Background: an optimization exercise with open tools, aiming at small area, a short achievable clock period and few clock cycles per item. Do not read the settings as production practice. The RTL was checked by simulation tests, not by an equivalence proof against the original design. Power and IR drop assume default switching activity.

## tetris_game
module tetris_game (
	input logic clk,
	input logic rst_n,
	input logic in_valid,
	input logic [2:0] tetromino,
	input logic [2:0] position,
	output logic score_valid,
	output logic tetris_valid,
	output logic [3:0] score,
	output logic fail,
	output logic [71:0] tetris
);
	localparam int COLS = 6;
	localparam int VIS = 12;
	localparam int ROWS = 16;
	logic [VIS*COLS-1:0] board;
	logic [3:0] score_q;
	logic [3:0] cnt_q;
	logic clr_q;    
	logic vld_q;
	logic fail_q;
	function automatic logic [3:0] col_mask(input logic [2:0] s, input logic [2:0] c);
		col_mask = 4'b0000;
		case (s)
			3'd0: if (c < 3'd2) col_mask = 4'b0011;
			3'd1: if (c == 3'd0) col_mask = 4'b1111;
			3'd2: if (c < 3'd4) col_mask = 4'b0001;
			3'd3: if (c == 3'd0) col_mask = 4'b0100;
			      else if (c == 3'd1) col_mask = 4'b0111;
			3'd4: if (c == 3'd0) col_mask = 4'b0011;
			      else if (c < 3'd3) col_mask = 4'b0010;
			3'd5: if (c == 3'd0) col_mask = 4'b0111;
  ...
Size in the first run: ~1700 cells after synthesis, ~83 flip-flops, about 88 I/O pins.
==> module tetris_game, before the edit <==
module tetris_game (
	input logic clk,
	input logic rst_n,
	input logic in_valid,
	input logic [2:0] tetromino,
	input logic [2:0] position,
	output logic score_valid,
	output logic tetris_valid,
	output logic [3:0] score,
	output logic fail,
	output logic [71:0] tetris
);
	localparam int COLS = 6;
	localparam int VIS = 12;
	localparam int ROWS = 16;
	logic [VIS*COLS-1:0] board;
	logic [3:0] score_q;
	logic [3:0] cnt_q;
	logic clr_q;    
	logic vld_q;
	logic fail_q;
	function automatic logic [3:0] col_mask(input logic [2:0] s, input logic [2:0] c);
		col_mask = 4'b0000;
		case (s)
			3'd0: if (c < 3'd2) col_mask = 4'b0011;
			3'd1: if (c == 3'd0) col_mask = 4'b1111;
			3'd2: if (c < 3'd4) col_mask = 4'b0001;
			3'd3: if (c == 3'd0) col_mask = 4'b0100;
			      else if (c == 3'd1) col_mask = 4'b0111;
			3'd4: if (c == 3'd0) col_mask = 4'b0011;
			      else if (c < 3'd3) col_mask = 4'b0010;
			3'd5: if (c == 3'd0) col_mask = 4'b0111;
			      else if (c == 3'd1) col_mask = 4'b0001;
			3'd6: if (c == 3'd0) col_mask = 4'b0110;
			      else if (c == 3'd1) col_mask = 4'b0011;
			default: if (c == 3'd0) col_mask = 4'b0001;
			      else if (c == 3'd1) col_mask = 4'b0011;
			      else if (c == 3'd2) col_mask = 4'b0010;
		endcase
	endfunction
	logic [VIS*COLS-1:0] be;
	logic [4*COLS-1:0] pm;          
	logic [3*COLS-1:0] bsel;        
	logic [16*COLS-1:0] th;         
	logic [13:0] mgt;               
	logic [13:1] bhot;              
	logic [ROWS*COLS-1:0] nb;       
	logic [ROWS:1] full;
	logic [3*(ROWS+1)-1:0] cbl;     
	logic [(VIS+1)*COLS-1:0] outr;  
	logic [2:0] cleared;
	logic [3:0] score_e, cnt_e;
	logic fail_new, game_end;
	always_comb begin
		be = clr_q ? '0 : board;
		score_e = clr_q ? 4'd0 : score_q;
		cnt_e = clr_q ? 4'd0 : cnt_q;
		for (int j = 0; j < COLS; j++) begin
			pm[j*4 +: 4] = (in_valid && 3'(j) >= position)
				? col_mask(tetromino, 3'(j) - position) : 4'b0000;
			bsel[j*3 + 0] = pm[j*4 + 0];
			bsel[j*3 + 1] = pm[j*4 + 1] && !pm[j*4 + 0];
			bsel[j*3 + 2] = pm[j*4 + 2] && !pm[j*4 + 1] && !pm[j*4 + 0];
		end
		th = '0;
		for (int j = 0; j < COLS; j++) begin
			th[j*16] = 1'b1;
			for (int r = VIS; r >= 1; r--)
				th[j*16 + r] = th[j*16 + r + 1] | be[(r-1)*COLS + j];
		end
		mgt = '0;
		for (int k = 0; k <= VIS; k++)
			for (int j = 0; j < COLS; j++)
				for (int b = 0; b < 3; b++)
					mgt[k] = mgt[k] | (bsel[j*3 + b] & th[j*16 + k + b]);
		for (int k = 1; k <= 13; k++)
			bhot[k] = mgt[k-1] & !mgt[k];
		for (int r = 1; r <= ROWS; r++)
			for (int j = 0; j < COLS; j++) begin
				nb[(r-1)*COLS + j] = (r <= VIS) ? be[(r-1)*COLS + j] : 1'b0;
				for (int o = 0; o < 4; o++)
					if (r - o >= 1 && r - o <= 13)
						nb[(r-1)*COLS + j] = nb[(r-1)*COLS + j] | (bhot[r-o] & pm[j*4 + o]);
			end
		cbl[2:0] = 3'd0;
		for (int r = 1; r <= ROWS; r++) begin
			full[r] = &nb[(r-1)*COLS +: COLS];
			cbl[r*3 +: 3] = cbl[(r-1)*3 +: 3] + {2'b00, full[r]};
		end
		cleared = cbl[ROWS*3 +: 3];
		outr = '0;
		for (int d = 1; d <= VIS + 1; d++)
			for (int k = 0; k <= 4; k++)
				if (d + k <= ROWS)
					if (!full[d+k] && cbl[(d+k)*3 +: 3] == k)
						outr[(d-1)*COLS +: COLS] = outr[(d-1)*COLS +: COLS] | nb[(d+k-1)*COLS +: COLS];
		fail_new = |outr[VIS*COLS +: COLS];
		game_end = fail_new || cnt_e == 4'd15;
	end
	always_ff @(posedge clk) begin
		for (int d = 1; d <= VIS; d++)
			board[(d-1)*COLS +: COLS] <= outr[(d-1)*COLS +: COLS];
		score_q <= score_e + {1'b0, cleared};
		cnt_q <= cnt_e + {3'b000, in_valid};
	end
	always_ff @(posedge clk or negedge rst_n) begin
		if (!rst_n) begin
			clr_q <= 1'b1;
			vld_q <= 1'b0;
			fail_q <= 1'b0;
		end else begin
			if (in_valid)
				clr_q <= game_end;
			vld_q <= in_valid;
			fail_q <= fail_new;
		end
	end
	assign score_valid = vld_q;
	assign tetris_valid = vld_q;
	assign score = score_q & {4{vld_q}};
	assign fail = fail_q;
	assign tetris = board & {72{vld_q}};
endmodule
clock: 11.0 ns
lec_check: 0
cap_margin: 20
core_margin: 2
core_utilization: 30
slew_margin: 20
run.sh (not shown) runs the stock make flow with config.mk's settings and CLKGATE_MAP_FILE= SYNTH_SCRIPT=/design/flow/synth_recipe.tcl, a recipe that flattens the netlist after the stock synthesis.
Testbench counts at the start, summed over its fixed seeds: cycles 3,208, pieces 3,200.
Edit:
--- a/flow/design.v
+++ b/flow/design.v
@@ -48,8 +48,11 @@
 	logic [13:1] bhot;              
 	logic [ROWS*COLS-1:0] nb;       
 	logic [ROWS:1] full;
-	logic [3*(ROWS+1)-1:0] cbl;     
-	logic [(VIS+1)*COLS-1:0] outr;  
+	logic [5*(ROWS+1)-1:0] ct;
+	logic [5*(ROWS+4)-1:0] pc;
+	logic [4:0] tot;
+	logic f0, f1, f2, f3;
+	logic [VIS*COLS-1:0] outr;      
 	logic [2:0] cleared;
 	logic [3:0] score_e, cnt_e;
 	logic fail_new, game_end;
@@ -57,9 +60,12 @@
 		be = clr_q ? '0 : board;
 		score_e = clr_q ? 4'd0 : score_q;
 		cnt_e = clr_q ? 4'd0 : cnt_q;
+		pm = '0;
+		for (int q = 0; q < COLS; q++)
+			if (in_valid && position == 3'(q))
+				for (int j = q; j < COLS; j++)
+					pm[j*4 +: 4] = col_mask(tetromino, 3'(j - q));
 		for (int j = 0; j < COLS; j++) begin
-			pm[j*4 +: 4] = (in_valid && 3'(j) >= position)
-				? col_mask(tetromino, 3'(j) - position) : 4'b0000;
 			bsel[j*3 + 0] = pm[j*4 + 0];
 			bsel[j*3 + 1] = pm[j*4 + 1] && !pm[j*4 + 0];
 			bsel[j*3 + 2] = pm[j*4 + 2] && !pm[j*4 + 1] && !pm[j*4 + 0];
@@ -84,25 +90,46 @@
 					if (r - o >= 1 && r - o <= 13)
 						nb[(r-1)*COLS + j] = nb[(r-1)*COLS + j] | (bhot[r-o] & pm[j*4 + o]);
 			end
-		cbl[2:0] = 3'd0;
-		for (int r = 1; r <= ROWS; r++) begin
+		for (int r = 1; r <= ROWS; r++)
 			full[r] = &nb[(r-1)*COLS +: COLS];
-			cbl[r*3 +: 3] = cbl[(r-1)*3 +: 3] + {2'b00, full[r]};
+		for (int r = 1; r <= ROWS + 3; r++) begin
+			f0 = (r <= ROWS) ? full[r] : 1'b0;
+			f1 = (r - 1 >= 1 && r - 1 <= ROWS) ? full[r-1] : 1'b0;
+			f2 = (r - 2 >= 1 && r - 2 <= ROWS) ? full[r-2] : 1'b0;
+			f3 = (r - 3 >= 1 && r - 3 <= ROWS) ? full[r-3] : 1'b0;
+			pc[r*5 + 0] = 1'b1;
+			pc[r*5 + 1] = f0 | f1 | f2 | f3;
+			pc[r*5 + 2] = (f0 & (f1 | f2 | f3)) | (f1 & (f2 | f3)) | (f2 & f3);
+			pc[r*5 + 3] = (f0 & f1 & (f2 | f3)) | (f2 & f3 & (f0 | f1));
+			pc[r*5 + 4] = f0 & f1 & f2 & f3;
 		end
-		cleared = cbl[ROWS*3 +: 3];
+		tot = 5'b00001;
+		for (int k = 1; k <= 13; k++)
+			tot = tot | (bhot[k] ? pc[(k+3)*5 +: 5] : 5'b0);
+		ct = '0;
+		for (int r = 1; r <= ROWS; r++)
+			ct[r*5 +: 5] = (r >= 4 && !mgt[r-3]) ? tot : pc[r*5 +: 5];
+		cleared = {tot[4], tot[2] & !tot[4], (tot[1] & !tot[2]) | (tot[3] & !tot[4])};
 		outr = '0;
-		for (int d = 1; d <= VIS + 1; d++)
+		for (int d = 1; d <= VIS; d++)
 			for (int k = 0; k <= 4; k++)
-				if (d + k <= ROWS)
-					if (!full[d+k] && cbl[(d+k)*3 +: 3] == k)
-						outr[(d-1)*COLS +: COLS] = outr[(d-1)*COLS +: COLS] | nb[(d+k-1)*COLS +: COLS];
-		fail_new = |outr[VIS*COLS +: COLS];
+				if (!full[d+k] && ct[(d+k)*5 + k] && (k == 4 || !ct[(d+k)*5 + k + 1]))
+					outr[(d-1)*COLS +: COLS] = outr[(d-1)*COLS +: COLS] | nb[(d+k-1)*COLS +: COLS];
+		fail_new = 1'b0;
+		for (int r = VIS + 1; r <= ROWS; r++)
+			fail_new = fail_new | ((|nb[(r-1)*COLS +: COLS]) & !ct[r*5 + r - VIS]);
 		game_end = fail_new || cnt_e == 4'd15;
 	end
 	always_ff @(posedge clk) begin
 		for (int d = 1; d <= VIS; d++)
 			board[(d-1)*COLS +: COLS] <= outr[(d-1)*COLS +: COLS];
-		score_q <= score_e + {1'b0, cleared};
+		case (1'b1)
+			tot[4]: score_q <= score_e + 4'd4;
+			tot[3]: score_q <= score_e + 4'd3;
+			tot[2]: score_q <= score_e + 4'd2;
+			tot[1]: score_q <= score_e + 4'd1;
+			default: score_q <= score_e;
+		endcase
 		cnt_q <= cnt_e + {3'b000, in_valid};
 	end
 	always_ff @(posedge clk or negedge rst_n) begin
Die area rises by roughly a tenth.
Flip-flop and latch count stays the same.
Cell area falls by a few percent.
Routed wire length rises by a quarter to a third.
Worst hold slack is worse by 18 ps.
Setup slack is better by 440 ps.
Global-route usage rises by 6.6 points.
Fmax rises by a few percent.
Clock power hardly moves.
Testbench counts after the change, summed over its fixed seeds: cycles 3,208, pieces 3,200.

static timing again, ports no longer ideal:
No port has a modelled driver above. Below, the same layouts with a new extraction and two added sets of constraints. Step 1 sets driving cells, clkbuf_16 on the clock port and buf_2 on the other inputs (assumed; they add their load-dependent delay and slew). Step 2 adds t to the input delays and takes it off the output delays; t is the mean of the earliest and latest rising clock arrival at the registers after step 1. Input paths then give back, and output paths get back, about the clock's delay inside the block. Three values: ideal ports, drivers, drivers and shift; two values: the first two.
| run | t, ns | setup slack, ns | hold slack, ns |
|---|---|---|---|
| the first run | 0.426 | 0.322 / 0.344 / -0.082 | 0.506 / 0.506 / 0.506 |
| the second run | 0.423 | 0.758 / 0.781 / 0.358 | 0.488 / 0.488 / 0.488 |
Met with ideal ports but missed after step 2: setup timing in the first run. The setup slack of the first run, which loses most, moves by +0.022 ns with the drivers and by -0.404 ns with both steps.
